Context: an optimization exercise on an open-source flow, tuned for small area, a short achievable clock period and few clock cycles per item. The choices shown serve that exercise and are no tape-out recipe.
Function was checked by simulation only, so behaviour that the tests miss may differ from the original.

==> design/flow/design.v <==
package lps_pkg;
    localparam int COORD_BITS_DEF = 12;
    localparam logic KIND_LOAD = 1'b0;
    localparam logic KIND_STEP = 1'b1;
    typedef enum logic [3:0] {
        PH_IDLE   = 4'b0001,
        PH_FIRST  = 4'b0010,
        PH_SECOND = 4'b0100,
        PH_WALK   = 4'b1000
    } phase_t;
    typedef enum logic [3:0] {
        MODE_Y       = 4'b0001,
        MODE_X       = 4'b0010,
        MODE_SHALLOW = 4'b0100,
        MODE_STEEP   = 4'b1000
    } walk_mode_t;
endpackage
module lps_step_core
#(
    parameter int W = lps_pkg::COORD_BITS_DEF
)
(
    input  logic                clk,
    input  logic                rst_n,
    input  logic                fire,
    input  logic                kind,
    input  logic signed [W-1:0] x_start,
    input  logic signed [W-1:0] y_start,
    input  logic signed [W-1:0] x_end,
    input  logic signed [W-1:0] y_end,
    output logic                res_pixel_valid,
    output logic signed [W-1:0] res_x,
    output logic signed [W-1:0] res_y,
    output logic                res_last
);
    localparam int DW = W + 1;
    localparam int TW = W + 2;
    localparam int EW = W + 3;
    localparam logic signed [W-1:0] C_ONE = W'(1);
    lps_pkg::phase_t               phase_reg, phase_next;
    lps_pkg::walk_mode_t           mode_reg, mode_next;
    logic signed [W-1:0]  cur_x_reg, cur_x_next;
    logic signed [W-1:0]  cur_y_reg, cur_y_next;
    logic signed [W-1:0]  far_x_reg, far_x_next;
    logic signed [W-1:0]  far_y_reg, far_y_next;
    logic signed [W-1:0]  stop_reg, stop_next;
    logic signed [EW-1:0] err_reg, err_next;
    logic signed [TW-1:0] run_reg, run_next;
    logic signed [TW-1:0] rise_reg, rise_next;
    logic signed [DW-1:0] dx, dy, dxa, dys, dya;
    logic signed [TW-1:0] rise_abs;
    logic                 rise_pos;
    logic signed [W-1:0]  step_y, nxt_x, nxt_y;
    logic signed [EW-1:0] err_a, err_b;
    always_comb
    begin
        dx       = DW'(far_x_reg) - DW'(cur_x_reg);
        dy       = DW'(far_y_reg) - DW'(cur_y_reg);
        dxa      = (dx < 0) ? -dx : dx;
        dys      = (dx < 0) ? -dy : dy;
        dya      = (dys < 0) ? -dys : dys;
        rise_pos = (rise_reg > 0);
        rise_abs = (rise_reg < 0) ? -rise_reg : rise_reg;
        step_y   = rise_pos ? C_ONE : -C_ONE;
        nxt_x    = cur_x_reg + C_ONE;
        nxt_y    = cur_y_reg + step_y;
        err_a    = err_reg - EW'(rise_abs);
        err_b    = rise_pos ? (err_reg - EW'(run_reg)) : (err_reg + EW'(run_reg));
        phase_next      = phase_reg;
        mode_next       = mode_reg;
        cur_x_next      = cur_x_reg;
        cur_y_next      = cur_y_reg;
        far_x_next      = far_x_reg;
        far_y_next      = far_y_reg;
        stop_next       = stop_reg;
        err_next        = err_reg;
        run_next        = run_reg;
        rise_next       = rise_reg;
        res_pixel_valid = 1'b0;
        res_x           = '0;
        res_y           = '0;
        res_last        = 1'b0;
        if (kind == lps_pkg::KIND_LOAD)
        begin
            cur_x_next = x_start;
            cur_y_next = y_start;
            far_x_next = x_end;
            far_y_next = y_end;
            phase_next = lps_pkg::PH_FIRST;
        end
        else
        begin
            case (phase_reg)
                lps_pkg::PH_IDLE:
                begin
                    phase_next = lps_pkg::PH_IDLE;
                end
                lps_pkg::PH_FIRST:
                begin
                    res_pixel_valid = 1'b1;
                    res_x           = cur_x_reg;
                    res_y           = cur_y_reg;
                    phase_next      = lps_pkg::PH_SECOND;
                end
                lps_pkg::PH_SECOND:
                begin
                    res_pixel_valid = 1'b1;
                    res_x           = far_x_reg;
                    res_y           = far_y_reg;
                    phase_next      = lps_pkg::PH_WALK;
                    if (dx == 0)
                    begin
                        mode_next  = lps_pkg::MODE_Y;
                        stop_next  = (cur_y_reg > far_y_reg) ? cur_y_reg : far_y_reg;
                        cur_y_next = (cur_y_reg < far_y_reg) ? cur_y_reg : far_y_reg;
                    end
                    else if (dy == 0)
                    begin
                        mode_next  = lps_pkg::MODE_X;
                        stop_next  = (cur_x_reg > far_x_reg) ? cur_x_reg : far_x_reg;
                        cur_x_next = (cur_x_reg < far_x_reg) ? cur_x_reg : far_x_reg;
                    end
                    else
                    begin
                        if (dx < 0)
                        begin
                            cur_x_next = far_x_reg;
                            cur_y_next = far_y_reg;
                            far_x_next = cur_x_reg;
                            far_y_next = cur_y_reg;
                        end
                        run_next  = TW'(dxa) + TW'(dxa);
                        rise_next = TW'(dys) + TW'(dys);
                        if (dxa >= dya)
                        begin
                            mode_next = lps_pkg::MODE_SHALLOW;
                            err_next  = EW'(dxa);
                        end
                        else
                        begin
                            mode_next = lps_pkg::MODE_STEEP;
                            err_next  = EW'(dys);
                        end
                    end
                end
                lps_pkg::PH_WALK:
                begin
                    res_pixel_valid = 1'b1;
                    res_x           = cur_x_reg;
                    res_y           = cur_y_reg;
                    case (mode_reg)
                        lps_pkg::MODE_Y:
                        begin
                            if (cur_y_reg >= stop_reg)
                                res_last = 1'b1;
                            else
                                cur_y_next = cur_y_reg + C_ONE;
                        end
                        lps_pkg::MODE_X:
                        begin
                            if (cur_x_reg >= stop_reg)
                                res_last = 1'b1;
                            else
                                cur_x_next = nxt_x;
                        end
                        lps_pkg::MODE_SHALLOW:
                        begin
                            cur_x_next = nxt_x;
                            if (nxt_x == far_x_reg)
                            begin
                                res_last = 1'b1;
                            end
                            else if (err_a < 0)
                            begin
                                cur_y_next = nxt_y;
                                err_next   = err_a + EW'(run_reg);
                            end
                            else
                            begin
                                err_next = err_a;
                            end
                        end
                        default:
                        begin
                            cur_y_next = nxt_y;
                            if (nxt_y == far_y_reg)
                            begin
                                res_last = 1'b1;
                            end
                            else if ((err_b < 0 && rise_pos) || (err_b > 0 && !rise_pos))
                            begin
                                cur_x_next = nxt_x;
                                err_next   = err_b + EW'(rise_reg);
                            end
                            else
                            begin
                                err_next = err_b;
                            end
                        end
                    endcase
                    if (res_last)
                        phase_next = lps_pkg::PH_IDLE;
                end
                default:
                begin
                    phase_next = lps_pkg::PH_IDLE;
                end
            endcase
        end
    end
    always_ff @(posedge clk or negedge rst_n)
    begin
        if (!rst_n)
        begin
            phase_reg <= lps_pkg::PH_IDLE;
            mode_reg  <= lps_pkg::MODE_Y;
            cur_x_reg <= '0;
            cur_y_reg <= '0;
            far_x_reg <= '0;
            far_y_reg <= '0;
            stop_reg  <= '0;
            err_reg   <= '0;
            run_reg   <= '0;
            rise_reg  <= '0;
        end
        else if (fire)
        begin
            phase_reg <= phase_next;
            mode_reg  <= mode_next;
            cur_x_reg <= cur_x_next;
            cur_y_reg <= cur_y_next;
            far_x_reg <= far_x_next;
            far_y_reg <= far_y_next;
            stop_reg  <= stop_next;
            err_reg   <= err_next;
            run_reg   <= run_next;
            rise_reg  <= rise_next;
        end
    end
endmodule
module lps_out_queue #(
    parameter int DATA_BITS = 26
)
(
    input  logic                 clk,
    input  logic                 rst_n,
    input  logic                 push,
    input  logic [DATA_BITS-1:0] push_data,
    input  logic                 pop_ready,
    output logic                 full,
    output logic                 out_valid,
    output logic [DATA_BITS-1:0] out_data
);
    logic [DATA_BITS-1:0] mem [2];
    logic                 wr_ptr_reg, wr_ptr_next;
    logic                 rd_ptr_reg, rd_ptr_next;
    logic [1:0]           count_reg, count_next;
    logic                 pop;
    assign full      = (count_reg == 2'd2);
    assign out_valid = (count_reg != 2'd0);
    assign out_data  = mem[rd_ptr_reg];
    assign pop       = out_valid && pop_ready;
    always_comb
    begin
        wr_ptr_next = push ? ~wr_ptr_reg : wr_ptr_reg;
        rd_ptr_next = pop ? ~rd_ptr_reg : rd_ptr_reg;
        count_next  = count_reg + 2'(push) - 2'(pop);
    end
    always_ff @(posedge clk)
    begin
        if (push)
            mem[wr_ptr_reg] <= push_data;
    end
    always_ff @(posedge clk or negedge rst_n)
    begin
        if (!rst_n)
        begin
            wr_ptr_reg <= 1'b0;
            rd_ptr_reg <= 1'b0;
            count_reg  <= 2'd0;
        end
        else
        begin
            wr_ptr_reg <= wr_ptr_next;
            rd_ptr_reg <= rd_ptr_next;
            count_reg  <= count_next;
        end
    end
endmodule
module line_pixel_stepper
#(
    parameter int COORD_BITS = lps_pkg::COORD_BITS_DEF
)
(
    input  logic                         clk,
    input  logic                         rst_n,
    input  logic                         req_valid,
    output logic                         req_ready,
    input  logic                         req_kind,
    input  logic signed [COORD_BITS-1:0] req_x_start,
    input  logic signed [COORD_BITS-1:0] req_y_start,
    input  logic signed [COORD_BITS-1:0] req_x_end,
    input  logic signed [COORD_BITS-1:0] req_y_end,
    output logic                         rsp_valid,
    input  logic                         rsp_ready,
    output logic                         rsp_pixel_valid,
    output logic signed [COORD_BITS-1:0] rsp_pixel_x,
    output logic signed [COORD_BITS-1:0] rsp_pixel_y,
    output logic                         rsp_last
);
    localparam int W  = COORD_BITS;
    localparam int QW = 2 * W + 2;
    logic                s1_valid_reg;
    logic                s1_kind_reg;
    logic signed [W-1:0] s1_xs_reg, s1_ys_reg, s1_xe_reg, s1_ye_reg;
    logic                q_full;
    logic                fire;
    logic                req_take;
    logic                res_pixel_valid, res_last;
    logic signed [W-1:0] res_x, res_y;
    logic [QW-1:0]       q_out;
    assign fire      = s1_valid_reg && !q_full;
    assign req_ready = !s1_valid_reg || !q_full;
    assign req_take  = req_valid && req_ready;
    always_ff @(posedge clk or negedge rst_n)
    begin
        if (!rst_n)
            s1_valid_reg <= 1'b0;
        else if (req_ready)
            s1_valid_reg <= req_valid;
    end
    always_ff @(posedge clk)
    begin
        if (req_take)
        begin
            s1_kind_reg <= req_kind;
            s1_xs_reg   <= req_x_start;
            s1_ys_reg   <= req_y_start;
            s1_xe_reg   <= req_x_end;
            s1_ye_reg   <= req_y_end;
        end
    end
    lps_step_core #(
        .W (W)
    ) u_core (
        .clk             (clk),
        .rst_n           (rst_n),
        .fire            (fire),
        .kind            (s1_kind_reg),
        .x_start         (s1_xs_reg),
        .y_start         (s1_ys_reg),
        .x_end           (s1_xe_reg),
        .y_end           (s1_ye_reg),
        .res_pixel_valid (res_pixel_valid),
        .res_x           (res_x),
        .res_y           (res_y),
        .res_last        (res_last)
    );
    lps_out_queue #(
        .DATA_BITS (QW)
    ) u_queue (
        .clk       (clk),
        .rst_n     (rst_n),
        .push      (fire),
        .push_data ({res_pixel_valid, res_last, res_x, res_y}),
        .pop_ready (rsp_ready),
        .full      (q_full),
        .out_valid (rsp_valid),
        .out_data  (q_out)
    );
    assign rsp_pixel_valid = q_out[QW-1];
    assign rsp_last        = q_out[QW-2];
    assign rsp_pixel_x     = q_out[2*W-1:W];
    assign rsp_pixel_y     = q_out[W-1:0];
endmodule
==> design/flow/run.sh <==
#!/bin/bash
# synth_recipe.tcl (not shown) runs the flow's synth.tcl, then flattens the netlist and writes it again
# the make line also repeats each setting of config.mk as NAME=value (left out here)
make -C /OpenROAD-flow-scripts/flow DESIGN_CONFIG=/design/flow/config.mk WORK_HOME=/design/flow/orfs CLKGATE_MAP_FILE= SYNTH_SCRIPT=/design/flow/synth_recipe.tcl finish
==> design/flow/config.mk <==
export PLATFORM = sky130hd
export DESIGN_NAME = line_pixel_stepper
export DESIGN_NICKNAME = line_pixel_stepper
export VERILOG_FILES = /design/flow/design.v
export SDC_FILE = /design/flow/constraint.sdc
export NUM_CORES = 4
export LEC_CHECK = 0
export CAP_MARGIN = 20
export CORE_MARGIN = 2
export CORE_UTILIZATION = 40
export SLEW_MARGIN = 20
==> design/flow/constraint.sdc <==
create_clock -name core_clock -period 7.0 [get_ports {clk}]
set_input_delay 1.4000 -clock core_clock [delete_from_list [all_inputs] [get_ports {clk}]]
set_output_delay 1.4000 -clock core_clock [all_outputs]
set_load 0.01 [all_outputs]
==> notes.md <==
[cell families (layout without fill, tap and decap cells)]
group / after synthesis / in the layout / synth area share (%)
AO/OA/AOI/OAI: 538 / 538 / 20.4
XOR/XNOR: 155 / 155 / 8.00
adder cells (fa/ha/maj): 141 / 141 / 10.2
buffers and inverters: 182 / 253 / 4.02
flip-flops: 215 / 215 / 33.0
multiplexers: 146 / 146 / 8.95
AND/OR/NAND/NOR: 554 / 554 / 15.4
[worst max-delay path: stages (launching register included)]
cell	delay [ns]
dfrtp_1	0.55
ha_1	0.25
inv_1	0.07
fa_1	0.45
a211oi_1	0.50
nor3_1	0.19
or4_1	0.54
o311ai_1	0.17
nor3_1	0.17
a31oi_1	0.22
xnor2_1	0.14
buf_4	0.21
mux2_2	0.35
ha_1	0.27
a21o_1	0.16
a21oi_1	0.13
o21ai_0	0.12
o2111ai_1	0.24
and2_1	0.50
nor4_1	0.11
a31oi_1	0.40
o221a_2	0.27
o21ai_1	0.05
[final cells by class]
class / instances / area share (%)
Tap cell: 592 / 3.68
Multi-Input combinational cell: 1534 / 55.9
Clock buffer: 33 / 3.26
Sequential cell: 215 / 29.3
Clock inverter: 13 / 0.921
Timing Repair Buffer: 111 / 5.13
Inverter: 96 / 1.79
[routing by layer]
layer | vias up | wire length [um]
met5 | - | 0
met4 | 0 | 1560
met3 | 92 | 3410
met2 | 478 | 25700
met1 | 7603 | 25700
li1 | 7331 | -
[worst max-delay path by stage]
stage | startpoint | cells after the start | slack (ns) | to
global placement | u_core.cur_y_reg[0] | 22 | 1.09 | u_core.err_reg[12]
global route | u_core.cur_y_reg[0] | 22 | 0.35 | u_core.err_reg[14]
floorplan | u_core.far_y_reg[0] | 24 | 1.61 | u_core.err_reg[6]
finish | u_core.cur_y_reg[0] | 22 | 0.81 | u_core.err_reg[12]
detailed placement | u_core.cur_y_reg[0] | 22 | 0.94 | u_core.err_reg[12]
CTS | u_core.cur_y_reg[0] | 22 | 0.87 | u_core.err_reg[14]
[metrics by stage]
stage	utilization [%]	area (sq um)	instances	worst slack [ns]
after CTS	45.6	20100	2594	0.870
after global placement	43.7	19300	2548	1.09
final	45.6	20100	2594	0.810
after floorplan	-	17800	1931	1.61
after detailed placement	43.7	19300	2548	0.945
after global routing	45.6	20100	2594	0.355
[cells in the final DEF, fill, tap and decap left out, types with 39 or more instances in the layout]
cell	instances
a21oi_1	91
a31oi_1	39
clkdlybuf4s50_1	79
dfrtp_1	111
edfxtp_1	101
ha_1	135
inv_1	92
mux2_2	102
mux2i_1	43
nand2_1	155
nand3_1	51
nor2_1	138
nor3_1	41
o211ai_1	49
o21ai_0	121
xnor2_1	100
xor2_1	50
==> impl_metrics.yaml <==
clock_tree:
  clk_pin_slew_ns: 0.06
  cts_buffer_depth: 3
  clk_latency_ns: 0.56
  cts_tree: "yes"
  cts_hold_buf: 0
  cts-root-buf: "clkbuf_16"
  cts_sinks: 215
  cts_buffers: 25
  post_cts_buffers: 0
  ctsResizeCount: 0
  h-tree-depth: 1
logic_synthesis:
  syn_area_sq_um: 17800
  synth_area_leaders: "edfxtp_1 (17%), dfrtp_1 (16%), ha_1 (9.5%), mux2_2 (6.4%), xnor2_1 (4.9%)"
  synth_edf_count: 101
  yosysWarnings: 3
  async_flop_share_pct: 53.0
  syn_inst: 1931
  syn-mean-instance-area_sq_um: 9.23
  ys_types: 94
  synthFlopType: "dfrtp_1"
  netlist_top_cells_count: "nand2_1 (155), nor2_1 (139), ha_1 (135), o21ai_0 (121), dfrtp_1 (112)"
  synth_top_area_share_pct: 17.0
  yosys.area.top_type: "edfxtp_1"
  ys_ff_latch: 215
  synth.most_common_cell: "nand2_1"
  ys_seq_area_share_pct: 33.0
  synth_fp_nets: 2125
global_route:
  grtUsageMet2_pct: 37.9
  use_met1_pct: 33.5
  grt_pass1_wl_mm: 87.4
  grt_start_max_net_pins: 60
  grt_pass1_vias: 14900
  antenna_found_initial: 0
  grt.met3_usage_pct: 4.09
  track_usage_pct: 23.9
  top_usage_layer: "met2"
  overflow: 0
cells_and_area:
  area_growth_pct: 12.8
  largest_reg_flops: 52
  antenna_cells: 0
  drive_above_1_share_pct: 11.1
  multi_input_area_sq_um: 11200
  nNetsFinal: 2177
  fillers: 4270
  seq_area_sq_um: 5890
run:
  maxCapViolCount: 0
floorplanning:
  start_util_pct: 40.4
  die_area_sq_um: 46300
  die_y_um: 215
  row_count: 77
  core_sq_um: 44100
  ios: 81
  chipWidth_um: 215
routing:
  ant_nets: 0
  wl_mm: 56.4
  first_pass_iters: 5
  vias_per_cell: 5.98
  drc_errors: 0
  drt_iter0_markers: 1333
  vias: 15500
  wire_per_inst_um: 21.7
worst_setup_path:
  worst_setup_path_start_kind: "register"
  reg2reg_to: "u_core.err_reg[12]"
  crit_fanout: 14
  crit-reg2reg-launch: "u_core.cur_y_reg[0]"
  cp.arrival_ns: 6.62
  endpoint_kind: "register"
  required_ns: 7.43
  critPathKind: "register to register"
  rrSetupSlack_ns: 0.81
  r2r_cells: 22
timing:
  skew_ns: 0.0118
  rsz0062_at_grt: "no"
  slew_headroom_pct: 21.4
  fin_tns_setup_ns: 0
  min_period_ns: 6.19
  worstMarginPinSlew_ns: 1.17
  finalMaxSlewViolations: 0
  period_share_pct: 88.4
  setup_viol: 0
  finalHoldViolCount: 0
  hold_slack_ns: 0.484
  fmaxAchievable_mhz: 162
run_status:
  status: "complete, no violations"
min_path:
  min_to: "u_core.stop_reg[1]"
  hp-class: "register to register"
  whs_path_depth: 2
  min_from: "u_core.stop_reg[1]"
placement:
  portBuffers: 80
  hpwl_mm: 42.9
  place.gp.congestion: 0.896
Testbench counts, summed over its fixed seeds: cycles 32,016, items 32,000.

==> port drivers added, routing unchanged <==
No port has a modelled driver above. Below, the same layout with a new extraction and two added sets of constraints. Step 1 assumes that a clkbuf_16 drives the clock port and a buf_2 every other input. Step 2 moves the port delays by t, midway between the first and last clock arrival at a register: inputs arrive t later, outputs are due t later. That takes back most of the time a late clock gives input paths. Slacks: ideal ports / drivers / drivers and shift; pairs: ideal ports / drivers.
t, ns: 0.603
setup WS [ns]: 0.810 / 0.810 / 0.810
clock arrival spread, ns: 0.013 / 0.013
After both steps setup and hold are still met in this run. The setup slack of this run moves by 0.000 ns with the drivers and by 0.000 ns with both steps.
